This design comes from an exercise in tuning for small area on the open sky130 flow, not from production work. Function was checked by simulation only, so behaviour that the tests miss may differ from the original. Power is estimated from default activity; no workload was simulated.

File: flow/config.mk
export PLATFORM = sky130hd
export DESIGN_NAME = frameSource
export DESIGN_NICKNAME = frameSource
export VERILOG_FILES = /design/flow/design.v
export SDC_FILE = /design/flow/constraint.sdc
export NUM_CORES = 4
export LEC_CHECK = 0
export CAP_MARGIN = 0
export CORE_MARGIN = 2
export CORE_UTILIZATION = 70
export GPL_TIMING_DRIVEN = 0
export SLEW_MARGIN = 0
File: flow/constraint.sdc
create_clock -name core_clock -period 5.0 [get_ports {CLK}]
set_input_delay 1.0000 -clock core_clock [delete_from_list [all_inputs] [get_ports {CLK}]]
set_output_delay 1.0000 -clock core_clock [all_outputs]
set_load 0.01 [all_outputs]
File: flow/design.v
`default_nettype none
package frameGenPkg;
  localparam int BYTE_W   = 8;
  localparam int STAMP_W  = 24;   
  localparam int FRAMES_W = 8;    
  localparam int PCNT_W   = 13;   
  localparam int TS_W     = 6;    
  localparam int FIFO_AF_LEVEL = 240;   
  localparam logic [39:0] HIT_RECORD = {
    2'b00,      
    5'd4,       
    7'd28,      
    13'h1555,   
    13'h00E0    
  };
endpackage
`default_nettype wire
`timescale 1ns/1ps
`default_nettype none
import frameGenPkg::*;
module burstTimer (
  input  wire                 CLK,
  input  wire                 RST,
  input  wire                 nimIn,
  input  wire                 regTrigger,
  output logic                nimOut,
  output logic                startPulse,
  output logic [STAMP_W-1:0]  eventNumber,
  output logic [TS_W-1:0]     stamp
);
  logic              armed;
  logic [PCNT_W-1:0] periodCnt;
  logic [PCNT_W-1:0] periodInc;
  logic              tsValid;
  assign armed     = nimIn | regTrigger;
  assign periodInc = periodCnt + 1'b1;
  always_ff @(posedge CLK) begin
    if (RST) nimOut <= 1'b0;
    else     nimOut <= armed;
  end
  always_ff @(posedge CLK) begin
    if (RST || !armed || periodCnt[PCNT_W-1]) periodCnt <= '0;
    else                                      periodCnt <= periodInc;
  end
  logic evShift;
  logic evCarry;
  assign evShift = !periodCnt[PCNT_W-1] && (&periodCnt[11:5]) && (periodCnt[4] || periodCnt[3]);
  always_ff @(posedge CLK) begin
    if (RST || !armed)  eventNumber <= '0;
    else if (evShift)   eventNumber <= {eventNumber[0] ^ evCarry, eventNumber[STAMP_W-1:1]};
  end
  always_ff @(posedge CLK) begin
    if (evShift) evCarry <= evCarry & eventNumber[0];
    else         evCarry <= 1'b1;
  end
  assign startPulse = armed && periodCnt[PCNT_W-1];
  always_ff @(posedge CLK) begin
    if (RST || !armed)   tsValid <= 1'b0;
    else if (startPulse) tsValid <= 1'b1;
  end
  assign stamp = tsValid ? periodInc[PCNT_W-1:7] : '0;
endmodule
`default_nettype wire
`timescale 1ns/1ps
`default_nettype none
import frameGenPkg::*;
module frameBuilder (
  input  wire                 CLK,
  input  wire                 RST,
  input  wire                 startPulse,
  input  wire  [FRAMES_W-1:0] frameCount,
  input  wire                 almostFull,
  output logic                wrEn,         
  output logic                burstStart,   
  output logic                frameStart,   
  output logic                footerStart,  
  output logic                frameEnd,     
  output logic                lastFrame
);
  logic                busy;
  logic [FRAMES_W-1:0] framesLeft;
  assign lastFrame  = (framesLeft == FRAMES_W'(1));
  assign wrEn       = busy && !almostFull;   
  assign burstStart = !busy && !almostFull && startPulse && (frameCount != '0);
  logic [6:0] wpos;
  localparam logic [6:0] WP_FIRST  = 7'd0;
  localparam logic [6:0] WP_FOOTER = 7'd4;
  localparam logic [6:0] WP_LAST   = 7'd75;
  assign frameStart  = wrEn && wpos == WP_FIRST;
  assign footerStart = wrEn && wpos == WP_FOOTER;
  assign frameEnd    = wrEn && wpos == WP_LAST;
  always_ff @(posedge CLK) begin
    if (RST) begin
      busy <= 1'b0;
      wpos <= WP_FIRST;
    end else if (burstStart) begin
      busy <= 1'b1;
    end else if (wrEn) begin
      if (wpos == WP_LAST) begin
        wpos <= WP_FIRST;
        if (lastFrame) busy <= 1'b0;
      end else begin
        wpos <= {wpos[5:0], ~(wpos[6] ^ wpos[5])};
      end
    end
  end
  always_ff @(posedge CLK) begin
    if (burstStart)    framesLeft <= frameCount;
    else if (frameEnd) framesLeft <= framesLeft - 1'b1;
  end
endmodule
`default_nettype wire
`timescale 1ns/1ps
`default_nettype none
import frameGenPkg::*;
module txByteFifo (
  input  wire                CLK,
  input  wire                RST,
  input  wire                wrEn,
  input  wire                burstStart,
  input  wire                frameStart,
  input  wire                footerStart,
  input  wire  [STAMP_W-1:0] eventNumber,
  input  wire                lastFrame,
  input  wire  [TS_W-1:0]    stamp,
  input  wire                txFull,
  output logic               almostFull,
  output logic               txWr,
  output logic [BYTE_W-1:0]  txData
);
  logic [STAMP_W-1:0] evMem   [4];
  logic               lastMem [4];
  logic [TS_W-1:0]    tsMem   [3];
  logic [1:0] evWr, frWr, evRd, frRd;
  logic [1:0] tsWr, tsRd;   
  logic [7:0] count;
  logic       doRd;
  assign doRd       = !txFull && (count != '0);
  assign almostFull = (count >= 8'(FIFO_AF_LEVEL));
  always_ff @(posedge CLK) begin
    if (burstStart)  evMem[evWr] <= eventNumber;
    if (footerStart) tsMem[tsWr] <= stamp;
  end
  always_ff @(posedge CLK) begin
    for (int i = 0; i < 4; i++) begin
      if (RST && i == 3)                    lastMem[i] <= 1'b1;
      else if (frameStart && frWr == 2'(i)) lastMem[i] <= lastFrame;
    end
  end
  always_ff @(posedge CLK) begin
    if (RST) begin
      evWr  <= '0;
      frWr  <= '0;
      count <= '0;
    end else begin
      if (burstStart)  evWr <= evWr + 1'b1;
      if (footerStart) frWr <= frWr + 1'b1;
      case ({wrEn, doRd})
        2'b10:   count <= count + 1'b1;
        2'b01:   count <= count - 1'b1;
        default: count <= count;
      endcase
    end
  end
  logic               curLast;
  logic [STAMP_W-1:0] curEv;
  logic [TS_W-1:0]    curTs;
  assign curLast = lastMem[frRd];
  assign curEv   = evMem[evRd];
  assign curTs   = tsMem[tsRd];
  logic [7:0] rpos;
  localparam logic [7:0] RP_FIRST = 8'd0;
  localparam logic [7:0] RP_LAST  = 8'd153;
  always_comb begin
    case (rpos)
      8'd0: txData = 8'hAA;
      8'd1: txData = 8'h80;
      8'd2: txData = 8'h00;
      8'd3: txData = {7'd0, curEv[23]};
      8'd4: txData = curEv[22:15];
      8'd5: txData = curEv[14:7];
      8'd6: txData = {curEv[6:0], curLast};
      8'd7: txData = 8'h00;
      8'd8: txData = 8'h00;
      8'd9: txData = 8'h10;
      8'd16: txData = frameGenPkg::HIT_RECORD[39:32];
      8'd17: txData = frameGenPkg::HIT_RECORD[31:24];
      8'd18: txData = frameGenPkg::HIT_RECORD[23:16];
      8'd19: txData = frameGenPkg::HIT_RECORD[15:8];
      8'd20: txData = frameGenPkg::HIT_RECORD[7:0];
      8'd21: txData = frameGenPkg::HIT_RECORD[39:32];
      8'd22: txData = frameGenPkg::HIT_RECORD[31:24];
      8'd23: txData = frameGenPkg::HIT_RECORD[23:16];
      8'd24: txData = frameGenPkg::HIT_RECORD[15:8];
      8'd25: txData = frameGenPkg::HIT_RECORD[7:0];
      8'd32: txData = frameGenPkg::HIT_RECORD[39:32];
      8'd33: txData = frameGenPkg::HIT_RECORD[31:24];
      8'd34: txData = frameGenPkg::HIT_RECORD[23:16];
      8'd35: txData = frameGenPkg::HIT_RECORD[15:8];
      8'd36: txData = frameGenPkg::HIT_RECORD[7:0];
      8'd37: txData = frameGenPkg::HIT_RECORD[39:32];
      8'd38: txData = frameGenPkg::HIT_RECORD[31:24];
      8'd39: txData = frameGenPkg::HIT_RECORD[23:16];
      8'd40: txData = frameGenPkg::HIT_RECORD[15:8];
      8'd41: txData = frameGenPkg::HIT_RECORD[7:0];
      8'd48: txData = frameGenPkg::HIT_RECORD[39:32];
      8'd49: txData = frameGenPkg::HIT_RECORD[31:24];
      8'd50: txData = frameGenPkg::HIT_RECORD[23:16];
      8'd51: txData = frameGenPkg::HIT_RECORD[15:8];
      8'd52: txData = frameGenPkg::HIT_RECORD[7:0];
      8'd53: txData = frameGenPkg::HIT_RECORD[39:32];
      8'd54: txData = frameGenPkg::HIT_RECORD[31:24];
      8'd55: txData = frameGenPkg::HIT_RECORD[23:16];
      8'd56: txData = frameGenPkg::HIT_RECORD[15:8];
      8'd57: txData = frameGenPkg::HIT_RECORD[7:0];
      8'd64: txData = frameGenPkg::HIT_RECORD[39:32];
      8'd65: txData = frameGenPkg::HIT_RECORD[31:24];
      8'd66: txData = frameGenPkg::HIT_RECORD[23:16];
      8'd67: txData = frameGenPkg::HIT_RECORD[15:8];
      8'd68: txData = frameGenPkg::HIT_RECORD[7:0];
      8'd69: txData = frameGenPkg::HIT_RECORD[39:32];
      8'd70: txData = frameGenPkg::HIT_RECORD[31:24];
      8'd71: txData = frameGenPkg::HIT_RECORD[23:16];
      8'd72: txData = frameGenPkg::HIT_RECORD[15:8];
      8'd73: txData = frameGenPkg::HIT_RECORD[7:0];
      8'd80: txData = frameGenPkg::HIT_RECORD[39:32];
      8'd81: txData = frameGenPkg::HIT_RECORD[31:24];
      8'd82: txData = frameGenPkg::HIT_RECORD[23:16];
      8'd83: txData = frameGenPkg::HIT_RECORD[15:8];
      8'd84: txData = frameGenPkg::HIT_RECORD[7:0];
      8'd85: txData = frameGenPkg::HIT_RECORD[39:32];
      8'd86: txData = frameGenPkg::HIT_RECORD[31:24];
      8'd87: txData = frameGenPkg::HIT_RECORD[23:16];
      8'd88: txData = frameGenPkg::HIT_RECORD[15:8];
      8'd89: txData = frameGenPkg::HIT_RECORD[7:0];
      8'd96: txData = frameGenPkg::HIT_RECORD[39:32];
      8'd97: txData = frameGenPkg::HIT_RECORD[31:24];
      8'd98: txData = frameGenPkg::HIT_RECORD[23:16];
      8'd99: txData = frameGenPkg::HIT_RECORD[15:8];
      8'd100: txData = frameGenPkg::HIT_RECORD[7:0];
      8'd101: txData = frameGenPkg::HIT_RECORD[39:32];
      8'd102: txData = frameGenPkg::HIT_RECORD[31:24];
      8'd103: txData = frameGenPkg::HIT_RECORD[23:16];
      8'd104: txData = frameGenPkg::HIT_RECORD[15:8];
      8'd105: txData = frameGenPkg::HIT_RECORD[7:0];
      8'd112: txData = frameGenPkg::HIT_RECORD[39:32];
      8'd113: txData = frameGenPkg::HIT_RECORD[31:24];
      8'd114: txData = frameGenPkg::HIT_RECORD[23:16];
      8'd115: txData = frameGenPkg::HIT_RECORD[15:8];
      8'd116: txData = frameGenPkg::HIT_RECORD[7:0];
      8'd117: txData = frameGenPkg::HIT_RECORD[39:32];
      8'd118: txData = frameGenPkg::HIT_RECORD[31:24];
      8'd119: txData = frameGenPkg::HIT_RECORD[23:16];
      8'd120: txData = frameGenPkg::HIT_RECORD[15:8];
      8'd121: txData = frameGenPkg::HIT_RECORD[7:0];
      8'd128: txData = frameGenPkg::HIT_RECORD[39:32];
      8'd129: txData = frameGenPkg::HIT_RECORD[31:24];
      8'd130: txData = frameGenPkg::HIT_RECORD[23:16];
      8'd131: txData = frameGenPkg::HIT_RECORD[15:8];
      8'd132: txData = frameGenPkg::HIT_RECORD[7:0];
      8'd133: txData = frameGenPkg::HIT_RECORD[39:32];
      8'd134: txData = frameGenPkg::HIT_RECORD[31:24];
      8'd135: txData = frameGenPkg::HIT_RECORD[23:16];
      8'd136: txData = frameGenPkg::HIT_RECORD[15:8];
      8'd137: txData = frameGenPkg::HIT_RECORD[7:0];
      8'd144: txData = 8'hEA;
      8'd145: txData = 8'h80;
      8'd146: txData = 8'h00;
      8'd147: txData = {curTs, 1'b0, curEv[23]};
      8'd148: txData = curEv[22:15];
      8'd149: txData = curEv[14:7];
      8'd150: txData = {curEv[6:0], curLast};
      8'd151: txData = 8'h00;
      8'd152: txData = 8'h00;
      8'd153: txData = 8'h10;
      default: txData = 8'h00;
    endcase
  end
  always_ff @(posedge CLK) begin
    if (RST) begin
      evRd <= 2'd3;
      frRd <= 2'd3;
      rpos <= RP_LAST;
    end else if (doRd) begin
      if (rpos == RP_LAST) begin
        rpos <= RP_FIRST;
        frRd <= frRd + 1'b1;
        if (curLast) evRd <= evRd + 1'b1;
      end else begin
        rpos <= (rpos[3:0] == 4'd9) ? {rpos[7:4] + 1'b1, 4'd0} : {rpos[7:4], rpos[3:0] + 1'b1};
      end
    end
  end
  always_ff @(posedge CLK) begin
    if (RST) begin
      tsWr <= 2'd0;
      tsRd <= 2'd2;
    end else begin
      if (footerStart) tsWr <= (tsWr == 2'd2) ? 2'd0 : tsWr + 1'b1;
      if (doRd && rpos == RP_LAST) tsRd <= (tsRd == 2'd2) ? 2'd0 : tsRd + 1'b1;
    end
  end
  always_ff @(posedge CLK) begin
    if (RST) txWr <= 1'b0;
    else     txWr <= doRd;
  end
endmodule
`default_nettype wire
`timescale 1ns/1ps
`default_nettype none
import frameGenPkg::*;
module frameSource (
  input  wire                 CLK,
  input  wire                 RST,
  input  wire                 nimIn,
  input  wire                 regTrigger,
  input  wire  [FRAMES_W-1:0] frameCount,
  input  wire                 txFull,
  output wire                 nimOut,
  output wire                 txWr,
  output wire  [BYTE_W-1:0]   txData
);
  wire               startPulse;
  wire [STAMP_W-1:0] eventNumber;
  wire [TS_W-1:0]    stamp;
  wire wrEn, burstStart, frameStart, footerStart, frameEnd, lastFrame;
  wire almostFull;
  burstTimer i_burstTimer (
    .CLK         (CLK),
    .RST         (RST),
    .nimIn       (nimIn),
    .regTrigger  (regTrigger),
    .nimOut      (nimOut),
    .startPulse  (startPulse),
    .eventNumber (eventNumber),
    .stamp       (stamp)
  );
  frameBuilder i_frameBuilder (
    .CLK         (CLK),
    .RST         (RST),
    .startPulse  (startPulse),
    .frameCount  (frameCount),
    .almostFull  (almostFull),
    .wrEn        (wrEn),
    .burstStart  (burstStart),
    .frameStart  (frameStart),
    .footerStart (footerStart),
    .frameEnd    (frameEnd),
    .lastFrame   (lastFrame)
  );
  txByteFifo i_txByteFifo (
    .CLK         (CLK),
    .RST         (RST),
    .wrEn        (wrEn),
    .burstStart  (burstStart),
    .frameStart  (frameStart),
    .footerStart (footerStart),
    .eventNumber (eventNumber),
    .lastFrame   (lastFrame),
    .stamp       (stamp),
    .txFull      (txFull),
    .almostFull  (almostFull),
    .txWr        (txWr),
    .txData      (txData)
  );
endmodule
`default_nettype wire
File: flow/flow/run.sh
#!/bin/bash
# The standard synthesis; then the combinational logic is mapped again
# for area (ABC &deepsyn from a few seeds, the smallest result is kept;
# registers, their names and cell types are kept as blackboxes); then
# the standard layout with the clock tree options (no dummy loads,
# bigger sink clusters) and port buffer cell below.
set -euo pipefail
source flow/opts.sh
bash standard.sh synth > synth.log 2>&1

R=orfs/results/$FLOW_PLATFORM/frameSource/base
LIB=$FLOW_HOME/platforms/sky130hd/lib/sky130_fd_sc_hd__tt_025C_1v80.lib
cp $R/1_2_yosys.v std_netlist.v
SEQ=$(grep -oE '^\s*sky130_fd_sc_hd__(df|edf|sdf|dl|conb)\w*' std_netlist.v | sort -u | tr -d ' ' | tr '\n' ' ')
DU=$(sed 's/^/-dont_use /' flow/dont_use.txt | tr '\n' ' ')
for S in $RESYN_SEEDS; do
  sed "s/@SEED@/$S/; s/@TIME@/$RESYN_TIME/" flow/area.abc > area_$S.abc
  cat > resyn_$S.ys <<EOT
read_liberty -ignore_miss_func $LIB
read_verilog std_netlist.v
hierarchy -top $FLOW_TOP
blackbox $SEQ
flatten
opt -purge
techmap
opt -purge
abc -script area_$S.abc -liberty $LIB $DU
setundef -zero
splitnets
opt_clean -purge
hilomap -singleton -hicell sky130_fd_sc_hd__conb_1 HI -locell sky130_fd_sc_hd__conb_1 LO
insbuf -buf sky130_fd_sc_hd__buf_4 A X
opt_clean -purge
tee -o resyn_$S.stat stat -liberty $LIB
write_verilog -noexpr -noattr -nohex -nodec resyn_$S.v
EOT
  yosys -s resyn_$S.ys > resyn_$S.log 2>&1 &
done
wait
BEST=$(for S in $RESYN_SEEDS; do echo "$(grep 'Chip area' resyn_$S.stat | awk '{print $NF}') $S"; done | sort -g | head -1 | awk '{print $2}')
echo "resyn areas: $(grep -h 'Chip area' resyn_*.stat | awk '{print $NF}' | tr '\n' ' '); kept seed $BEST" > resyn_choice.log
cp resyn_$BEST.v $R/1_2_yosys.v
touch $R/1_2_yosys.v

export CTS_ARGS="-sink_clustering_enable -repair_clock_nets -dont_use_dummy_load $CTS_OPTS"
export BUFFER_PORTS_ARGS="-buffer_cell sky130_fd_sc_hd__buf_1"
bash standard.sh > layout.log 2>&1
File: flow/flow/area.abc
&get -n
&st
&deepsyn -S @SEED@ -T @TIME@
&dch -f
&nf -R 1000
&put
File: flow/flow/dont_use.txt
sky130_fd_sc_hd__probe_p_8
sky130_fd_sc_hd__probec_p_8
sky130_fd_sc_hd__lpflow_bleeder_1
sky130_fd_sc_hd__lpflow_clkbufkapwr_1
sky130_fd_sc_hd__lpflow_clkbufkapwr_16
sky130_fd_sc_hd__lpflow_clkbufkapwr_2
sky130_fd_sc_hd__lpflow_clkbufkapwr_4
sky130_fd_sc_hd__lpflow_clkbufkapwr_8
sky130_fd_sc_hd__lpflow_clkinvkapwr_1
sky130_fd_sc_hd__lpflow_clkinvkapwr_16
sky130_fd_sc_hd__lpflow_clkinvkapwr_2
sky130_fd_sc_hd__lpflow_clkinvkapwr_4
sky130_fd_sc_hd__lpflow_clkinvkapwr_8
sky130_fd_sc_hd__lpflow_decapkapwr_12
sky130_fd_sc_hd__lpflow_decapkapwr_3
sky130_fd_sc_hd__lpflow_decapkapwr_4
sky130_fd_sc_hd__lpflow_decapkapwr_6
sky130_fd_sc_hd__lpflow_decapkapwr_8
sky130_fd_sc_hd__lpflow_inputiso0n_1
sky130_fd_sc_hd__lpflow_inputiso0p_1
sky130_fd_sc_hd__lpflow_inputiso1n_1
sky130_fd_sc_hd__lpflow_inputiso1p_1
sky130_fd_sc_hd__lpflow_inputisolatch_1
sky130_fd_sc_hd__lpflow_isobufsrc_1
sky130_fd_sc_hd__lpflow_isobufsrc_16
sky130_fd_sc_hd__lpflow_isobufsrc_2
sky130_fd_sc_hd__lpflow_isobufsrc_4
sky130_fd_sc_hd__lpflow_isobufsrc_8
sky130_fd_sc_hd__lpflow_isobufsrckapwr_16
sky130_fd_sc_hd__lpflow_lsbuf_lh_hl_isowell_tap_1
sky130_fd_sc_hd__lpflow_lsbuf_lh_hl_isowell_tap_2
sky130_fd_sc_hd__lpflow_lsbuf_lh_hl_isowell_tap_4
sky130_fd_sc_hd__lpflow_lsbuf_lh_isowell_4
sky130_fd_sc_hd__lpflow_lsbuf_lh_isowell_tap_1
sky130_fd_sc_hd__lpflow_lsbuf_lh_isowell_tap_2
sky130_fd_sc_hd__lpflow_lsbuf_lh_isowell_tap_4
sky130_fd_sc_hd__fill_1
sky130_fd_sc_hd__fill_2
sky130_fd_sc_hd__fill_4
sky130_fd_sc_hd__fill_8
File: flow/flow/opts.sh
CTS_OPTS="-buf_list sky130_fd_sc_hd__clkbuf_8 -sink_clustering_size 18 -sink_clustering_max_diameter 60"
RESYN_SEEDS="0 1 2 3"
RESYN_TIME=60
File: flow/standard.sh
#!/bin/bash
# synth_recipe.tcl (not shown) runs the flow's synth.tcl, then flattens the netlist and writes it again
# the make line also repeats each setting of config.mk as NAME=value (left out here)
make -C /OpenROAD-flow-scripts/flow DESIGN_CONFIG=/design/flow/config.mk WORK_HOME=/design/flow/orfs CLKGATE_MAP_FILE= SYNTH_SCRIPT=/design/flow/synth_recipe.tcl "${@:-finish}"
==> qor.yml, run 1 <==
status: "timing/DRC/antenna clean"
yosys_warnings: 4
rsz0062_at_grt: "false"
worst_r2r_endpoint: "i_txByteFifo.count[7]"
grt_pass1_wl_um: 25750
r2r_slack_ns: 1.91
power_density_nw_per_um2: 396.2
die_w_um: 109.4
ctsResizeCount: 0
hp-start: "i_burstTimer.evCarry"
syn_avg_cell_area_sq_um: 12.65
final_cell_mix: "edfxtp_1, dfxtp_1, nor2_1"
r2r_cells: 11
setup-tns-final_ns: 0
crit_family: "compound AO/OA/AOI/OAI gates"
maxCapViolations: 0
critPathBufInv: 1
post_drt_wl_per_cell_um: 20.40
r2r-start: "i_txByteFifo.count[1]"
io_buffer_count: 22
maxSlewHeadroom_pct: 10.47
finalNonFillerCells: 801
areaGrowthSynthToFinish_pct: 7.766
vias: 5218
grt_max_degree: 39
finalCritPeriodShare_pct: 88.97
final_common_cell: "edfxtp_1"
dp.cells: 786
skew_ns: 0.02085
dp_slack_ns: 1.095
gp_congestion: 0.8186
netlist_area_sq_um: 7781
fin_nets: 676
setup_viol: 0
numCtsBuffers: 15
final_hold_viol_count: 0
ios: 23
max_stage_delay_ns: 0.79
antenna_found_initial: 0
crit_required_ns: 4.00
wl_um: 16340
hold_path_end: "i_burstTimer.evCarry"
arrival_ns: 3.45
via_per_inst: 6.514
ir_drop_mv: 0.3814
setup.worst_path.class: "reg -> out"
cp_max_fo: 21
post-cts-setup-buffer-count: 0
cts_sinks: 207
cp_slowest_cell: "a2111oi_0"
min_path_cells: 2
core_sq_um: 10840
antenna_left: 0
place_area_sq_um: 8179
nFillCells: 672
setup_ws_ns: 0.5517
crit_chain: "nand2_1 > o22ai_1 > nor3_1 > a21oi_1 > o31ai_1 > a2111oi_0 > o211ai_1 > buf_1"
startpoint_type: "flip-flop"
endpoint_kind: "output port"
final_cell_area_sq_um: 8386
grt_overflow_total: 0
htreeDepth: 1
initial_core_util_pct: 71.78
dp_hpwl_um: 10910
clockRootBuffer: "clkbuf_8"
insertedDiodeCount: 0
grt_use_total_pct: 28.43
drive_above_1_share_pct: 4.539
max_freq_mhz: 224.8
grt_pass1_vias: 5113
hold_buffers: 0
initialDrtViolationCount: 520
syn_nets: 628
clk_pin_slew_ns: 0.11
tightest_slew_ns: 1.342
detailedRoute.firstPassIterationCount: 6
clock_latency_ns: 0.49
drv_slew: 0
die_h_um: 109.4
min_path_type: "reg -> reg"
std_cell_rows: 38
final.min_clock_period_ns: 4.448
clk_path_buf_depth: 3
cts_tree: "yes"
power_leakage_nw: 2.998
dieArea_sq_um: 11970
drc: 0
syn_inst: 615
-- worst min-delay path, stage by stage, from the launching register on --
cell and delay (ns):
dfxtp_1 0.33, nand2_1 0.06, nand2_1 0.07
-- cell type report --
class | instances | area, sq um | area share, %
flip-flops and latches | 207 | 5395 | 64.34
multi-input cells | 403 | 2385 | 28.44
clock buffers | 15 | 206.4 | 2.462
repair buffers | 31 | 205.2 | 2.447
well taps | 140 | 175.2 | 2.089
inverters | 5 | 18.77 | 0.2238
-- state kept, by name, summed over array words and instances (netlist names), 7 cells and up, named ones only --
| name | cells |
|---|---|
| i_txByteFifo.tsMem | 18 |
| i_frameBuilder.framesLeft | 8 |
| i_burstTimer.periodCnt | 13 |
| i_txByteFifo.rpos | 8 |
| i_burstTimer.eventNumber | 24 |
| i_frameBuilder.wpos | 7 |
| i_txByteFifo.evMem | 96 |
| i_txByteFifo.count | 8 |
-- layer usage --
metal	track usage [%]	up-vias	wire length (um)
li1	-	2455	-
met1	40.30	2518	6845
met2	46.21	217	7790
met3	4.920	28	1376
met4	7.595	0	331
met5	0	-	0
-- per-stage QoR --
step	power, mW	util, %	hold slack (ns)
detailed placement	2.582	75.45	0.4608
finish	3.323	77.35	0.4955
global route	3.459	77.35	0.5225
global placement	2.552	74.16	0.4413
CTS	3.307	77.35	0.4893
floorplan	2.385	-	0.4269
-- how the worst max path moves through the flow --
stage / end / slack, ns / cells past startpoint
2_1_floorplan: i_txByteFifo.evMem[2][0] / 0.57 / 4
3_3_place_gp: i_txByteFifo.evMem[2][15] / -1.32 / 5
3_5_place_dp: txData[4] / 1.10 / 8
4_1_cts: txData[4] / 0.53 / 8
5_1_grt: txData[5] / 0.39 / 9
6_report: txData[5] / 0.55 / 8
-- where the power goes --
part	total (mW)	internal, mW	switching (mW)
clock	0.757	0.273	0.484
combinational	0.628	0.220	0.408
sequential	1.94	1.85	0.0859
total	3.32	2.34	0.978
==> run 2, diff against run 1 <==
--- a/flow/config.mk
+++ b/flow/config.mk
@@ -6,7 +6,6 @@
 export NUM_CORES = 4
 export LEC_CHECK = 0
-export CAP_MARGIN = 0
+export CAP_MARGIN = 20
 export CORE_MARGIN = 2
 export CORE_UTILIZATION = 70
-export GPL_TIMING_DRIVEN = 0
-export SLEW_MARGIN = 0
+export SLEW_MARGIN = 20
==> run 2 against run 1 <==
Effect of this change:
- still clean on timing, DRC and antenna
- setup slack improved by 0.38 ns
- fmax up 9.3%
- synthesized area stayed put
- cell count increased by 0.25%
- via count rose by 1.3%
- global-route usage shrank 0.75 points
- worst hold slack worse by 0.018 ns
- wire length shrank 1.0%
- clock-buffer cell count did not move
- clock skew up 0.014 ns
- sequential power is essentially flat
- flip-flop and latch count unchanged
- largest cell class unchanged
- largest power group unchanged
- highest routed layer unchanged
==> qor.yml, run 2 <==
status: "timing/DRC/antenna clean"
skew_ns: 0.03516  # +0.01431 ns
insertedDiodeCount: 0  # unchanged
place_area_sq_um: 8139  # -0.49%
setup-tns-final_ns: 0  # unchanged
clock_latency_ns: 0.50  # about the same
crit_required_ns: 4.00  # about the same
initial_core_util_pct: 71.78  # unchanged
endpoint_kind: "output port"
grt_overflow_total: 0  # unchanged
rsz0062_at_grt: "false"
final.min_clock_period_ns: 4.071  # -0.3770 ns
r2r_slack_ns: 2.20  # +0.29 ns
core_sq_um: 10840  # unchanged
post_drt_wl_per_cell_um: 20.14  # -1.3%
final_cell_mix: "edfxtp_1, dfxtp_1, nor2_1"
power_leakage_nw: 2.988  # -0.32%
cts_tree: "yes"
yosys_warnings: 4  # unchanged
fin_nets: 678  # +0.30%
antenna_left: 0  # unchanged
dp_hpwl_um: 10960  # +0.44%
r2r-start: "i_txByteFifo.count[1]"
reg.largest.list: "i_txByteFifo.evMem (96), i_burstTimer.eventNumber (24), i_txByteFifo.tsMem (18)"
drive_above_1_share_pct: 4.827  # +0.29 points
max_freq_mhz: 245.6  # +9.3%
drc: 0  # unchanged
clockRootBuffer: "clkbuf_8"
cp_max_fo: 13  # -38%
cp_slowest_cell: "a2111oi_0"
syn_inst: 615  # unchanged
grt_pass1_vias: 5060  # -1.0%
setup.worst_path.class: "reg -> out"
final_hold_viol_count: 0  # unchanged
dieArea_sq_um: 11970  # unchanged
syn_nets: 628  # unchanged
maxCapViolations: 0  # unchanged
grt_max_degree: 26  # -33%
top_register: "i_txByteFifo.evMem"
cp_common_cell: "o21ai_0"
grt_pass1_wl_um: 25240  # -2.0%
power_density_nw_per_um2: 398.2  # +0.49%
vias: 5284  # +1.3%
setup_viol: 0  # unchanged
detailedRoute.firstPassIterationCount: 5  # -1
final_cell_area_sq_um: 8351  # -0.42%
htreeDepth: 1  # unchanged
post-cts-setup-buffer-count: 0  # unchanged
min_path_type: "reg -> reg"
ios: 23  # unchanged
die_w_um: 109.4  # unchanged
ir_drop_mv: 0.3430  # -10%
r2r_cells: 10  # -1
grt_use_total_pct: 27.68  # -0.75 points
finalCritPeriodShare_pct: 81.43  # -7.5 points
via_per_inst: 6.580  # +1.0%
netlist_area_sq_um: 7781  # unchanged
numCtsBuffers: 15  # unchanged
final_common_cell: "edfxtp_1"
hold_path_end: "i_burstTimer.periodCnt[0]"
cts_sinks: 207  # unchanged
max_stage_delay_ns: 0.69  # -0.10 ns
wl_um: 16170  # -1.0%
tightest_slew_ns: 0.9338  # -0.4084 ns
areaGrowthSynthToFinish_pct: 7.316
hold_buffers: 0  # unchanged
syn_avg_cell_area_sq_um: 12.65  # unchanged
io_buffer_count: 22  # unchanged
arrival_ns: 3.07  # -0.38 ns
min_path_cells: 1  # -1
std_cell_rows: 38  # unchanged
startpoint_type: "flip-flop"
ctsResizeCount: 0  # unchanged
initialDrtViolationCount: 669  # +29%
largest_register_ffs: 96  # unchanged
die_h_um: 109.4  # unchanged
gp_congestion: 0.8970  # +9.6%
maxSlewHeadroom_pct: 37.27  # +27 points
clk_path_buf_depth: 3  # unchanged
crit_chain: "nand2b_1 > buf_4 > o22ai_1 > nor2_1 > o21ai_0 > o21ai_0 > a2111oi_0 > o211ai_1 > buf_1"
clk_pin_slew_ns: 0.10  # about the same
antenna_found_initial: 0  # unchanged
drv_slew: 0  # unchanged
hp-start: "i_burstTimer.periodCnt[0]"
run 2: final cells by class:
type	instances	area [sq um]
clock buffers	15	206.4
fillers	689	2490
inverters	5	18.77
multi-input cells	403	2390
flip-flops and latches	207	5395
well taps	140	175.2
repair buffers	33	165.2
run 2: metal layers:
metal / routed length (um) / up-vias / track usage (%)
li1: - / 2471 / -
met1: 6895 / 2569 / 39.56
met2: 7630 / 215 / 44.22
met3: 1291 / 29 / 4.683
met4: 355 / 0 / 8.409
met5: 0 / - / 0
run 2: stage by stage:
step / power (mW) / utilization (%) / setup slack [ns] / std cells / hold slack (ns)
final: 3.325 / 77.03 / 0.9287 / 803 / 0.4776
after global placement: 2.560 / 75.08 / 1.547 / 788 / 0.4408
after floorplan: 2.385 / - / 0.5685 / 615 / 0.4269
after global routing: 3.456 / 77.03 / 0.6660 / 803 / 0.5197
after detailed placement: 2.594 / 75.08 / 1.499 / 788 / 0.4593
after CTS: 3.319 / 76.99 / 1.003 / 803 / 0.4850
run 2: worst max-delay path by stage:
stage | cells past startpoint | startpoint | endpoint | slack (ns)
6_report | 9 | flip-flop | txData[4] | 0.93
3_3_place_gp | 9 | i_txByteFifo.rpos[0] | txData[5] | 1.55
2_1_floorplan | 4 | regTrigger | i_txByteFifo.evMem[2][0] | 0.57
4_1_cts | 9 | i_txByteFifo.rpos[0] | txData[5] | 1.00
5_1_grt | 9 | flip-flop | txData[4] | 0.67
3_5_place_dp | 9 | i_txByteFifo.rpos[0] | txData[5] | 1.50
run 2: where the power goes:
part	switching (mW)	total, mW	internal, mW
logic	0.408	0.636	0.228
clock network	0.482	0.755	0.273
registers	0.0825	1.93	1.85
run 2: critical path, delay by kind of cell, from the launching register on:
kind                   cells  cell delay [ns]
AO/OA/AOI/OAI              5             1.22
buffers and inverters      2             0.47
flip-flops                 1             0.46
AND/OR/NAND/NOR            2             0.43
==> run 3, diff against run 2 <==
--- a/flow/design.v
+++ b/flow/design.v
@@ -132,6 +132,8 @@
   logic               lastMem [4];
   logic [TS_W-1:0]    tsMem   [3];
-  logic [1:0] evWr, frWr, evRd, frRd;
-  logic [1:0] tsWr, tsRd;   
+  logic [1:0] evWr, frWr, frRd;
+  logic [3:0] evRd;   
+  logic [1:0] tsWr;   
+  logic [2:0] tsRd;   
   logic [7:0] count;
   logic       doRd;
@@ -167,6 +169,12 @@
   logic [TS_W-1:0]    curTs;
   assign curLast = lastMem[frRd];
-  assign curEv   = evMem[evRd];
-  assign curTs   = tsMem[tsRd];
+  always_comb begin
+    curEv = '0;
+    for (int i = 0; i < 4; i++) if (evRd[i]) curEv = curEv | evMem[i];
+  end
+  always_comb begin
+    curTs = '0;
+    for (int i = 0; i < 3; i++) if (tsRd[i]) curTs = curTs | tsMem[i];
+  end
   logic [7:0] rpos;
   localparam logic [7:0] RP_FIRST = 8'd0;
@@ -279,5 +287,5 @@
   always_ff @(posedge CLK) begin
     if (RST) begin
-      evRd <= 2'd3;
+      evRd <= 4'b1000;
       frRd <= 2'd3;
       rpos <= RP_LAST;
@@ -286,5 +294,5 @@
         rpos <= RP_FIRST;
         frRd <= frRd + 1'b1;
-        if (curLast) evRd <= evRd + 1'b1;
+        if (curLast) evRd <= {evRd[2:0], evRd[3]};
       end else begin
         rpos <= (rpos[3:0] == 4'd9) ? {rpos[7:4] + 1'b1, 4'd0} : {rpos[7:4], rpos[3:0] + 1'b1};
@@ -295,8 +303,8 @@
     if (RST) begin
       tsWr <= 2'd0;
-      tsRd <= 2'd2;
+      tsRd <= 3'b100;
     end else begin
       if (footerStart) tsWr <= (tsWr == 2'd2) ? 2'd0 : tsWr + 1'b1;
-      if (doRd && rpos == RP_LAST) tsRd <= (tsRd == 2'd2) ? 2'd0 : tsRd + 1'b1;
+      if (doRd && rpos == RP_LAST) tsRd <= {tsRd[1:0], tsRd[2]};
     end
   end
--- a/flow/config.mk
+++ b/flow/config.mk
@@ -6,6 +6,7 @@
 export NUM_CORES = 4
 export LEC_CHECK = 0
-export CAP_MARGIN = 20
+export CAP_MARGIN = 0
 export CORE_MARGIN = 2
-export CORE_UTILIZATION = 70
-export SLEW_MARGIN = 20
+export CORE_UTILIZATION = 80
+export GPL_TIMING_DRIVEN = 0
+export SLEW_MARGIN = 0
==> run 3 against run 2 <==
Effect of this change:
- still clean
- critical path depth is the same
- die area decreased by 13%
- sequential share of layout area grew 0.49 points
- flip-flop and latch count fell by 1
- synthesized area shrank 0.93%
- design area is 1.1% lower
- clock-buffer cell count is the same
- clock skew increased by 0.013 ns
- combinational power decreased by 9.7%
- wire length up 2.8%
- critical path type unchanged
- largest power group unchanged
==> qor.yml, run 3 <==
sequentialPowerShare_pct: 61.0  # +2.8 points
initial_core_util_pct: 83.03  # +11 points
place_area_sq_um: 8050  # -1.1%
maxSlewHeadroom_pct: 11.95  # -25 points
ir_drop_mv: 0.3370  # -1.8%
power_density_nw_per_um2: 406.3  # +2.0%
ios: 23  # unchanged
cts_sinks: 206  # -0.48%
post-cts-setup-buffer-count: 0  # unchanged
setup_viol: 0  # unchanged
top_register: "i_txByteFifo.evMem"
clk_pin_slew_ns: 0.11  # about the same
dp_hpwl_um: 10700  # -2.3%
syn_nets: 608  # -3.2%
reg.largest.list: "i_txByteFifo.evMem (96), i_burstTimer.eventNumber (24), i_txByteFifo.tsMem (18)"
r2r_cells: 10  # unchanged
clockRootBuffer: "clkbuf_8"
cp_slowest_cell: "nor3_1"
status: "timing/DRC/antenna clean"
vias: 5341  # +1.1%
areaGrowthSynthToFinish_pct: 7.109
via_per_inst: 6.963  # +5.8%
min_path_type: "reg -> reg"
rsz0062_at_grt: "false"
cp_max_fo: 7  # -6
arrival_ns: 3.39  # +0.32 ns
skew_ns: 0.04771  # +0.01255 ns
post_drt_wl_per_cell_um: 21.67  # +7.6%
clk_path_buf_depth: 3  # unchanged
p_comb_share_pct: 17.1  # -2.0 points
max_stage_delay_ns: 0.62  # -0.07 ns
finalCritPeriodShare_pct: 87.71  # +6.3 points
initialDrtViolationCount: 684  # +2.2%
syn_avg_cell_area_sq_um: 12.96  # +2.4%
gr-usage-met3_pct: 4.993  # +0.31 points
final_cell_mix: "edfxtp_1, dfxtp_1, nor2_1"
antenna_found_initial: 0  # unchanged
hold_buffers: 0  # unchanged
max_freq_mhz: 228.0  # -7.2%
grt_pass1_vias: 5155  # +1.9%
final_hold_viol_count: 0  # unchanged
core_sq_um: 9284  # -14%
setup.worst_path.class: "reg -> out"
top_usage_layer: "met2"
cts_tree: "yes"
p_switching_mw: 1.006  # +3.4%
grt_pass1_wl_um: 26400  # +4.6%
numCtsBuffers: 15  # unchanged
clock_latency_ns: 0.48  # -0.02 ns
clockPowerShare_pct: 21.9  # -0.8 points
ctsResizeCount: 0  # unchanged
yosys_warnings: 4  # unchanged
setup_ws_ns: 0.6145  # -0.3142 ns
final.min_clock_period_ns: 4.386  # +0.3142 ns
dp_slack_ns: 1.273  # -0.2268 ns
drive_above_1_share_pct: 4.389  # -0.44 points
final_cell_area_sq_um: 8257  # -1.1%
intPower_mw: 2.349  # -0.16%
largest_register_ffs: 96  # unchanged
crit_chain: "nor3_1 > xnor2_1 > nor3_1 > nor3b_1 > nand3_1 > o21ai_0 > a2111oi_0 > o21ai_0 > buf_1"
startpoint_type: "flip-flop"
maxCapViolations: 0  # unchanged
grt_overflow_total: 0  # unchanged
wl_um: 16620  # +2.8%
whs_ns: 0.4892  # +0.01156 ns
fin_nets: 653  # -3.7%
grt_max_degree: 37  # +42%
met2_usage_pct: 55.31  # +11 points
std_cell_rows: 35  # -7.9%
power_leakage_nw: 2.777  # -7.1%
io_buffer_count: 22  # unchanged
drv_slew: 0  # unchanged
netlist_area_sq_um: 7709  # -0.93%
die_w_um: 102.2  # -6.6%
drc: 0  # unchanged
die_h_um: 102.2  # -6.6%
dieArea_sq_um: 10440  # -13%
insertedDiodeCount: 0  # unchanged
final_util_pct: 88.94  # +12 points
min_path_cells: 2  # +1
detailedRoute.firstPassIterationCount: 6  # +1
crit_required_ns: 4.00  # about the same
htreeDepth: 1  # unchanged
endpoint_kind: "output port"
met1_usage_pct: 45.50  # +5.9 points
syn_inst: 595  # -3.3%
gp_congestion: 0.9145  # +2.0%
swShare_pct: 29.98  # +0.73 points
grt_use_total_pct: 33.30  # +5.6 points
final_common_cell: "edfxtp_1"
nFillCells: 442  # -36%
antenna_left: 0  # unchanged
tightest_slew_ns: 1.321  # +0.3869 ns
## run 3: worst paths after layout
kind,from,endpoint,slack (ns)
worst max-delay path,i_txByteFifo.rpos[6],txData[6],0.61
worst min-delay path,i_txByteFifo.lastMem[3],i_txByteFifo.lastMem[3],0.49
worst max register to register,i_txByteFifo.count[2],i_txByteFifo.evRd[0],1.71
worst min register to register,i_txByteFifo.lastMem[3],i_txByteFifo.lastMem[3],0.49
## run 3: power by group through the flow
stage,registers (mW),logic (mW),clock network (mW)
floorplan,2.01,0.396,0
global placement,2.07,0.524,0
detailed placement,2.08,0.551,0
CTS,2.04,0.562,0.736
global route,2.06,0.639,0.782
finish,2.05,0.574,0.736
## run 3: area by class of cell
| class | count | area [sq um] | share of cell area (%) |
|---|---|---|---|
| inverters | 8 | 30.03 | 0.3637 |
| multi-input cells | 381 | 2321 | 28.11 |
| clock buffers | 15 | 206.4 | 2.500 |
| repair buffers | 28 | 162.7 | 1.970 |
| flip-flops and latches | 206 | 5375 | 65.10 |
| well taps | 129 | 161.4 | 1.955 |
## run 3: through the flow
step | instances | power [mW] | TNS [ns]
floorplan | 595 | 2.409 | 0
global placement | 746 | 2.595 | -19.57
detailed placement | 752 | 2.626 | 0
CTS | 767 | 3.336 | 0
global route | 767 | 3.479 | 0
finish | 767 | 3.355 | 0
## run 3: critical path, delay by kind of cell (launching register included)
family | cells | cell delay, ns
AOI/OAI and AO/OA | 3 | 0.51
xor gates and xnor gates | 1 | 0.15
DFF | 1 | 0.36
buffers and inverters | 1 | 0.17
and+or+nand+nor | 4 | 1.72
## run 3: layer usage
layer / part of all wire [%] / wire [um]
met3: 9.7 / 1619
met1: 38 / 6269
met4: 2.9 / 485
met5: 0 / 0
met2: 50 / 8249
==> run 4, diff against run 3 <==
--- a/flow/config.mk
+++ b/flow/config.mk
@@ -8,5 +8,5 @@
 export CAP_MARGIN = 0
 export CORE_MARGIN = 2
-export CORE_UTILIZATION = 80
+export CORE_UTILIZATION = 70
 export GPL_TIMING_DRIVEN = 0
 export SLEW_MARGIN = 0
==> run 4 against run 3 <==
Effect of this change:
- highest routed layer is now met5
- non-clock buffer count grew 1
- critical path type unchanged
- still clean on timing, DRC and antenna
- wire length shrank 6.4%
- die area grew 14%
==> qor.yml, run 4 <==
power_leakage_nw: 2.783  # +0.20%
r2r_slack_ns: 1.81  # +0.10 ns
antenna_found_initial: 1  # +1
rsz0062_at_grt: "false"
clk_pin_slew_ns: 0.11  # about the same
maxCapViolations: 0  # unchanged
startpoint_type: "flip-flop"
syn_inst: 595  # unchanged
drv_slew: 0  # unchanged
final_util_pct: 76.74  # -12 points
ir_drop_mv: 0.3039  # -9.8%
grt_pass1_vias: 4844  # -6.0%
endpoint_kind: "output port"
drc: 0  # unchanged
cts_tree: "yes"
grt_pass1_wl_um: 24810  # -6.0%
dieArea_sq_um: 11870  # +14%
setup_viol: 0  # unchanged
worst_r2r_endpoint: "i_txByteFifo.evRd[2]"
max_freq_mhz: 231.8  # +1.7%
io_buffer_count: 22  # unchanged
fin_nets: 654  # +0.15%
grt_max_degree: 37  # unchanged
power_density_nw_per_um2: 403.2  # -0.77%
netlist_area_sq_um: 7709  # unchanged
top_register: "i_txByteFifo.evMem"
grt_overflow_total: 0  # unchanged
final.min_clock_period_ns: 4.313  # -0.07224 ns
dp_hpwl_um: 10230  # -4.4%
die_h_um: 108.9  # +6.6%
antenna_left: 0  # unchanged
crit_required_ns: 4.00  # about the same
final_common_cell: "edfxtp_1"
die_w_um: 108.9  # +6.6%
vias: 5161  # -3.4%
largest_register_ffs: 96  # unchanged
via_per_inst: 6.625  # -4.9%
final_hold_viol_count: 0  # unchanged
clockRootBuffer: "clkbuf_8"
cp_max_fo: 7  # unchanged
htreeDepth: 1  # unchanged
syn_avg_cell_area_sq_um: 12.96  # unchanged
setup.worst_path.class: "reg -> out"
min_path_type: "reg -> reg"
r2r_cells: 10  # unchanged
post-cts-setup-buffer-count: 0  # unchanged
areaGrowthSynthToFinish_pct: 7.450
ios: 23  # unchanged
post_drt_wl_per_cell_um: 19.97  # -7.9%
clk_path_buf_depth: 3  # unchanged
reg.largest.list: "i_txByteFifo.evMem (96), i_burstTimer.eventNumber (24), i_txByteFifo.tsMem (18)"
min_path_cells: 1  # -1
setup-tns-final_ns: 0  # unchanged
r2r-start: "i_txByteFifo.count[2]"
numCtsBuffers: 15  # unchanged
tightest_slew_ns: 1.333  # +0.01190 ns
maxSlewHeadroom_pct: 11.16  # -0.79 points
status: "timing/DRC/antenna clean"
cts_sinks: 206  # unchanged
detailedRoute.firstPassIterationCount: 8  # +2
grt_use_total_pct: 27.28  # -6.0 points
hp-start: "i_burstTimer.periodCnt[0]"
ctsResizeCount: 0  # unchanged
hold_buffers: 0  # unchanged
finalCritPeriodShare_pct: 86.27  # -1.4 points
insertedDiodeCount: 0  # unchanged
hold_path_end: "i_burstTimer.periodCnt[0]"
wl_um: 15560  # -6.4%
syn_nets: 608  # unchanged
arrival_ns: 3.31  # -0.08 ns
clock_latency_ns: 0.48  # about the same
initial_core_util_pct: 71.42  # -12 points
startpoint: "i_txByteFifo.rpos[6]"
yosys_warnings: 4  # unchanged
initialDrtViolationCount: 520  # -24%
gp_congestion: 0.8436  # -7.8%
skew_ns: 0.02062  # -0.02710 ns
whs_ns: 0.4824  # -0.006807 ns
final_cell_mix: "edfxtp_1, dfxtp_1, nor2_1"
drive_above_1_share_pct: 4.538  # +0.15 points
core_sq_um: 10790  # +16%
std_cell_rows: 38  # +8.6%
run 4: power breakdown:
part           internal (mW)  switching [mW]  total (mW)
clock                  0.272           0.470       0.742
combinational          0.222           0.333       0.554
sequential              1.86           0.187        2.04
total                   2.35           0.990        3.34
run 4: worst max-delay path, cell delays in order (launching register included):
cell,delay (ns)
dfxtp_1,0.36
nor3_1,0.32
xnor2_1,0.19
nor3_1,0.16
nor3b_1,0.22
nand2_1,0.16
o21ai_0,0.11
a2111oi_0,0.94
o21ai_0,0.19
buf_1,0.18
run 4: metrics by stage:
stage / total power, mW / setup slack [ns] / instances / cell area (sq um)
3_5_place_dp: 2.618 / 1.266 / 764 / 8077
3_3_place_gp: 2.599 / -0.7393 / 757 / 7966
6_report: 3.339 / 0.6867 / 779 / 8283
5_1_grt: 3.481 / 0.4131 / 779 / 8283
4_1_cts: 3.331 / 0.7204 / 779 / 8283
2_1_floorplan: 2.409 / 1.049 / 595 / 7709
run 4: layer usage:
metal	GRT usage, %	share of wire (%)	vias up
li1	-	-	2420
met1	36.58	40	2482
met2	45.96	50	213
met3	3.706	6.7	44
met4	9.890	3.6	2
met5	0	0.084	-
run 4: final cells by class:
cell class,count,area (sq um)
fillers,684,2510
multi-input cells,381,2326
flip-flops and latches,206,5375
clock buffers,15,206.4
inverters,8,30.03
well taps,140,175.2
repair buffers,29,170.2
run 4: worst max path at each step:
stage / end / slack [ns] / cells past startpoint
after floorplan: i_txByteFifo.evMem[2][0] / 1.05 / 4
after global placement: i_txByteFifo.evMem[2][7] / -0.74 / 5
after detailed placement: txData[6] / 1.27 / 8
after CTS: txData[6] / 0.72 / 8
after global routing: txData[6] / 0.41 / 9
final: txData[6] / 0.69 / 9
==> run 5, diff against run 4 <==
==> flow/flow/opts.sh (replaced) <==
CTS_OPTS="-buf_list sky130_fd_sc_hd__clkbuf_4 -sink_clustering_size 10 -sink_clustering_max_diameter 40"
RESYN_SEEDS="0 1 2 3"
RESYN_TIME=60
--- a/flow/config.mk
+++ b/flow/config.mk
@@ -8,5 +8,5 @@
 export CAP_MARGIN = 0
 export CORE_MARGIN = 2
-export CORE_UTILIZATION = 70
+export CORE_UTILIZATION = 80
 export GPL_TIMING_DRIVEN = 0
 export SLEW_MARGIN = 0
==> run 5 against run 4 <==
Effect of this change:
- synthesized area did not move
- via count rose by 3.7%
- die area fell by 12%
- non-clock buffer count fell by 1
- critical path type unchanged
- largest power group unchanged
- highest routed layer is now met4
==> qor.yml, run 5 <==
reg.largest.list: "i_txByteFifo.evMem (96), i_burstTimer.eventNumber (24), i_txByteFifo.tsMem (18)"
ctsResizeCount: 0  # unchanged
cts_sinks: 206  # unchanged
hold_buffers: 0  # unchanged
final.min_clock_period_ns: 4.511  # +0.1978 ns
skew_ns: 0.05433  # +0.03372 ns
syn_avg_cell_area_sq_um: 12.96  # unchanged
worst_r2r_endpoint: "i_txByteFifo.evRd[0]"
largest_register_ffs: 96  # unchanged
r2r_cells: 10  # unchanged
grt_pass1_wl_um: 26310  # +6.1%
grt_use_total_pct: 33.26  # +6.0 points
grt_overflow_total: 0  # unchanged
max_freq_mhz: 221.7  # -4.4%
gp_congestion: 0.9145  # +8.4%
insertedDiodeCount: 0  # unchanged
finalNonFillerCells: 776  # -0.39%
final_hold_viol_count: 0  # unchanged
grt_pass1_vias: 5286  # +9.1%
post_drt_wl_per_cell_um: 21.09  # +5.6%
final_util_pct: 88.65  # +12 points
fin_nets: 662  # +1.2%
endpoint_kind: "output port"
std_cell_rows: 35  # -7.9%
detailedRoute.firstPassIterationCount: 11  # +3
cp_max_fo: 7  # unchanged
dp.cells: 752  # -1.6%
die_h_um: 102.2  # -6.2%
core_sq_um: 9284  # -14%
clk_pin_slew_ns: 0.11  # about the same
dieArea_sq_um: 10440  # -12%
io_buffer_count: 22  # unchanged
drv_slew: 0  # unchanged
ir_drop_mv: 0.3225  # +6.1%
finalCritPeriodShare_pct: 90.22  # +4.0 points
crit_required_ns: 4.00  # about the same
initial_core_util_pct: 83.03  # +12 points
ios: 23  # unchanged
syn_inst: 595  # unchanged
vias: 5350  # +3.7%
clock_latency_ns: 0.61  # +0.13 ns
r2r-start: "i_txByteFifo.count[2]"
antenna_found_initial: 0  # -1
grt_max_degree: 37  # unchanged
min_path_type: "reg -> reg"
yosys_warnings: 4  # unchanged
setup.worst_path.end: "txData[6]"
syn_nets: 608  # unchanged
htreeDepth: 1  # unchanged
final_common_cell: "edfxtp_1"
netlist_area_sq_um: 7709  # unchanged
tightest_slew_ns: 1.358  # +0.02534 ns
cts_tree: "yes"
clockRootBuffer: "clkbuf_4"
antenna_left: 0  # unchanged
post-cts-setup-buffer-count: 0  # unchanged
numCtsBuffers: 24  # +9
areaGrowthSynthToFinish_pct: 6.768
power_leakage_nw: 2.780  # -0.11%
status: "timing/DRC/antenna clean"
power_density_nw_per_um2: 403.5  # about the same
maxSlewHeadroom_pct: 9.471  # -1.7 points
dp_hpwl_um: 10700  # +4.6%
final_cell_mix: "edfxtp_1, dfxtp_1, nor2_1"
r2r_slack_ns: 1.74  # -0.07 ns
nFillCells: 449  # -34%
maxCapViolations: 0  # unchanged
setup.worst_path.class: "reg -> out"
rsz0062_at_grt: "false"
clk_path_buf_depth: 3  # unchanged
drc: 0  # unchanged
total_power_mw: 3.321  # -0.54%
arrival_ns: 3.51  # +0.20 ns
initialDrtViolationCount: 620  # +19%
setup_viol: 0  # unchanged
startpoint_type: "flip-flop"
drive_above_1_share_pct: 5.719  # +1.2 points
die_w_um: 102.2  # -6.2%
top_register: "i_txByteFifo.evMem"
startpoint: "i_txByteFifo.rpos[6]"
wl_um: 16360  # +5.2%
via_per_inst: 6.894  # +4.1%
-- run 5: layout make-up --
type	instances	area [sq um]	area share (%)
clock buffer	24	180.2	2.189
tap	129	161.4	1.961
timing repair buffer	28	162.7	1.976
multi-input combinational	381	2321	28.20
sequential	206	5375	65.31
inverter	8	30.03	0.3649
-- run 5: worst min-delay path by stage --
stage	from	slack, ns	end	depth (start not counted)
after CTS	i_txByteFifo.lastMem[3]	0.49	i_txByteFifo.lastMem[3]	2
final	i_txByteFifo.lastMem[3]	0.49	i_txByteFifo.lastMem[3]	2
after global routing	i_burstTimer.eventNumber[3]	0.52	i_txByteFifo.evMem[3][3]	0
after detailed placement	i_txByteFifo.lastMem[3]	0.46	i_txByteFifo.lastMem[3]	2
after global placement	i_burstTimer.periodCnt[0]	0.44	i_burstTimer.periodCnt[0]	1
after floorplan	i_txByteFifo.lastMem[3]	0.43	i_txByteFifo.lastMem[3]	2
-- run 5: through the flow --
stage               worst slack (ns)  hold WS (ns)  instance area [sq um]  setup TNS, ns
detailed placement             1.273        0.4631                   8050              0
CTS                           0.5985        0.4889                   8230              0
finish                        0.4889        0.4914                   8230              0
global route                  0.2474        0.5178                   8230              0
floorplan                      1.049        0.4269                   7709              0
global placement             -0.5464        0.4413                   7953         -19.57
-- run 5: layer usage --
metal / GRT usage [%] / share of wire [%] / up-vias
met3: 6.566 / 11 / 56
met1: 44.72 / 38 / 2517
met5: 0 / 0 / -
met4: 12.51 / 3.0 / 0
met2: 54.86 / 48 / 337
li1: - / - / 2440
-- run 5: power breakdown --
group	total, mW	switching (mW)	internal (mW)
Combinational	0.568	0.347	0.221
Clock	0.711	0.490	0.221
Sequential	2.04	0.187	1.86
-- run 5: critical path, stage by stage, from the launching register on --
cell       delay [ns]
dfxtp_1          0.36
nor3_1           0.32
xnor2_1          0.15
nor3_1           0.60
nor3b_1          0.56
nand3_1          0.22
o21ai_0          0.22
a2111oi_0        0.19
o21ai_0          0.13
buf_1            0.17
==> run 6, diff against run 5 <==
==> flow/flow/opts.sh (replaced) <==
CTS_OPTS="-buf_list sky130_fd_sc_hd__clkbuf_8 -sink_clustering_size 18 -sink_clustering_max_diameter 60 -root_buf sky130_fd_sc_hd__clkbuf_16"
RESYN_SEEDS="0 1 2 3"
RESYN_TIME=60
==> run 6 against run 5 <==
Effect of this change:
- core utilization increased by 0.65 points
- combinational power rose by 1%
- total power rose by 3.3%
- wire length rose by 5.3%
- clock-buffer cell count is 9 lower
- clock power up 14%
- critical endpoint unchanged
- largest power group unchanged
==> qor.yml, run 6 <==
grt_max_degree: 37  # unchanged
setup.worst_path.class: "reg -> out"
maxSlewHeadroom_pct: 11.53  # +2.1 points
drive_above_1_share_pct: 4.389  # -1.3 points
final_common_cell: "edfxtp_1"
post_drt_wl_per_cell_um: 22.46  # +6.5%
ir_drop_mv: 0.3022  # -6.3%
std_cell_rows: 35  # unchanged
final_cell_mix: "edfxtp_1, dfxtp_1, nor2_1"
power_density_nw_per_um2: 413.7  # +2.5%
core_sq_um: 9284  # unchanged
cts_sinks: 206  # unchanged
gp_congestion: 0.9145  # unchanged
final_cell_area_sq_um: 8290  # +0.73%
power_leakage_nw: 2.793  # +0.46%
fin_nets: 653  # -1.4%
max_freq_mhz: 224.1  # +1.1%
critPathBufInv: 1  # unchanged
status: "timing/DRC/antenna clean"
yosys_warnings: 4  # unchanged
largest_register_ffs: 96  # unchanged
crit_family: "simple AND/OR/NAND/NOR gates"
finalNonFillerCells: 767  # -1.2%
die_h_um: 102.2  # unchanged
maxCapViolations: 0  # unchanged
detailedRoute.firstPassIterationCount: 10  # -1
min_path_type: "reg -> reg"
setup_viol: 0  # unchanged
clockRootBuffer: "clkbuf_16"
rsz0062_at_grt: "false"
drv_slew: 0  # unchanged
final.min_clock_period_ns: 4.463  # -0.04785 ns
final_hold_viol_count: 0  # unchanged
tightest_slew_ns: 1.327  # -0.03093 ns
dp_hpwl_um: 10700  # unchanged
vias: 5413  # +1.2%
io_buffer_count: 22  # unchanged
die_w_um: 102.2  # unchanged
htreeDepth: 1  # unchanged
clk_path_buf_depth: 3  # unchanged
startpoint_type: "flip-flop"
drc: 0  # unchanged
arrival_ns: 3.46  # -0.05 ns
ctsResizeCount: 0  # unchanged
insertedDiodeCount: 0  # unchanged
cp_slowest_cell: "nor3_1"
total_power_mw: 3.429  # +3.3%
reg.largest.list: "i_txByteFifo.evMem (96), i_burstTimer.eventNumber (24), i_txByteFifo.tsMem (18)"
skew_ns: 0.04077  # -0.01356 ns
post-cts-setup-buffer-count: 0  # unchanged
antenna_found_initial: 0  # unchanged
syn_inst: 595  # unchanged
areaGrowthSynthToFinish_pct: 7.547
cp_max_fo: 7  # unchanged
place_area_sq_um: 8050  # unchanged
dp.cells: 752  # unchanged
grt_pass1_wl_um: 27410  # +4.2%
antenna_left: 0  # unchanged
grt_pass1_vias: 5276  # -0.19%
ios: 23  # unchanged
endpoint_kind: "output port"
wl_um: 17230  # +5.3%
initialDrtViolationCount: 775  # +25%
clock_latency_ns: 0.46  # -0.15 ns
syn_nets: 608  # unchanged
max_stage_delay_ns: 0.66  # +0.06 ns
numCtsBuffers: 15  # -38%
hold_buffers: 0  # unchanged
netlist_area_sq_um: 7709  # unchanged
crit_chain: "nor3_1 > xnor2_1 > nor3_1 > nor3b_1 > nand3_1 > o21ai_0 > a2111oi_0 > o21ai_0 > buf_1"
initial_core_util_pct: 83.03  # unchanged
syn_avg_cell_area_sq_um: 12.96  # unchanged
finalCritPeriodShare_pct: 89.26  # -0.96 points
grt_use_total_pct: 34.77  # +1.5 points
cts_tree: "yes"
grt_overflow_total: 0  # unchanged
clk_pin_slew_ns: 0.10  # about the same
dieArea_sq_um: 10440  # unchanged
crit_required_ns: 4.00  # about the same
via_per_inst: 7.057  # +2.4%
top_register: "i_txByteFifo.evMem"
whs_ns: 0.4899  # -0.001416 ns
## run 6: changes by cell type in the layout (fill, tap and decap cells not counted)
cell | previous run | this run
clkbuf_8 | 0 | 12
clkbuf_16 | 0 | 3
clkbuf_4 | 24 | 0
## run 6: power by group
group	switching [mW]	internal (mW)	leakage, nW	total [mW]
clock	0.483	0.326	0.123	0.809
sequential	0.189	1.86	1.89	2.04
combinational	0.356	0.221	0.777	0.576
total	1.03	2.40	2.79	3.43
## run 6: area by class of cell
class	instances	area, sq um
fill	417	993.5
timing repair buffer	28	162.7
sequential	206	5375
tap	129	161.4
inverter	8	30.03
multi-input combinational	381	2321
clock buffer	15	240.2
## run 6: worst min-delay path, delay by kind of cell (launching register included)
| kind | cells | cell delay [ns] |
|---|---|---|
| DFF | 1 | 0.34 |
| AOI/OAI and AO/OA | 2 | 0.12 |
## run 6: worst paths after layout
kind / startpoint / end / slack, ns / depth (start not counted)
hold reg to reg: i_txByteFifo.lastMem[3] / i_txByteFifo.lastMem[3] / 0.49 / 2
hold / removal: i_txByteFifo.lastMem[3] / i_txByteFifo.lastMem[3] / 0.49 / 2
setup / recovery: i_txByteFifo.rpos[6] / txData[6] / 0.54 / 9
setup reg to reg: i_txByteFifo.count[2] / i_txByteFifo.evRd[0] / 1.75 / 10
## run 6: routing by layer
layer | share of wire, % | vias up | track usage (%)
met1 | 37 | 2550 | 46.81
met3 | 11 | 64 | 5.130
li1 | - | 2415 | -
met2 | 49 | 384 | 58.55
met5 | 0 | - | 0
met4 | 3.7 | 0 | 13.03
## run 6: through the flow
step	TNS, ns	worst slack (ns)	util [%]
2_1_floorplan	0	1.049	-
3_3_place_gp	-19.57	-0.5464	85.66
3_5_place_dp	0	1.273	86.71
4_1_cts	0	0.7176	89.30
5_1_grt	0	0.3865	89.30
6_report	0	0.5368	89.30

[afterwards: timing with drivers on the ports]
No port has a modelled driver above. Below, the same layouts with a new extraction and two added sets of constraints. Step 1 (the two cells are an assumption about what drives the block):
set clk [get_ports {CLK}]
set_driving_cell -lib_cell sky130_fd_sc_hd__clkbuf_16 $clk
set_driving_cell -lib_cell sky130_fd_sc_hd__buf_2 [delete_from_list [all_inputs] $clk]
Step 2 also shifts input and output timing later by t, the mid clock arrival at the registers, as if the neighbouring blocks saw the same clock. Slacks: ideal / step 1 / step 2; pairs: ideal / step 1.
| run | t (ns) | setup slack, ns | hold WS [ns] | worst setup path at the end | slew at the worst register clock pin (ns) |
|---|---|---|---|---|---|
| run 1 | 0.517 | 0.552 / 0.514 / 1.031 | 0.496 / 0.496 / 0.496 | register to output | 0.11 / 0.11 |
| run 2 | 0.515 | 0.929 / 0.892 / 1.407 | 0.478 / 0.478 / 0.478 | register to output | 0.12 / 0.12 |
| run 3 | 0.492 | 0.614 / 0.580 / 1.071 | 0.489 / 0.489 / 0.489 | register to output | 0.11 / 0.11 |
| run 4 | 0.506 | 0.687 / 0.651 / 1.156 | 0.482 / 0.482 / 0.482 | register to output | 0.11 / 0.11 |
| run 5 | 0.611 | 0.489 / 0.461 / 1.072 | 0.491 / 0.491 / 0.491 | register to output | 0.11 / 0.11 |
| run 6 | 0.475 | 0.537 / 0.500 / 0.974 | 0.490 / 0.490 / 0.490 | register to output | 0.11 / 0.11 |
After both steps every run listed still meets setup and hold.
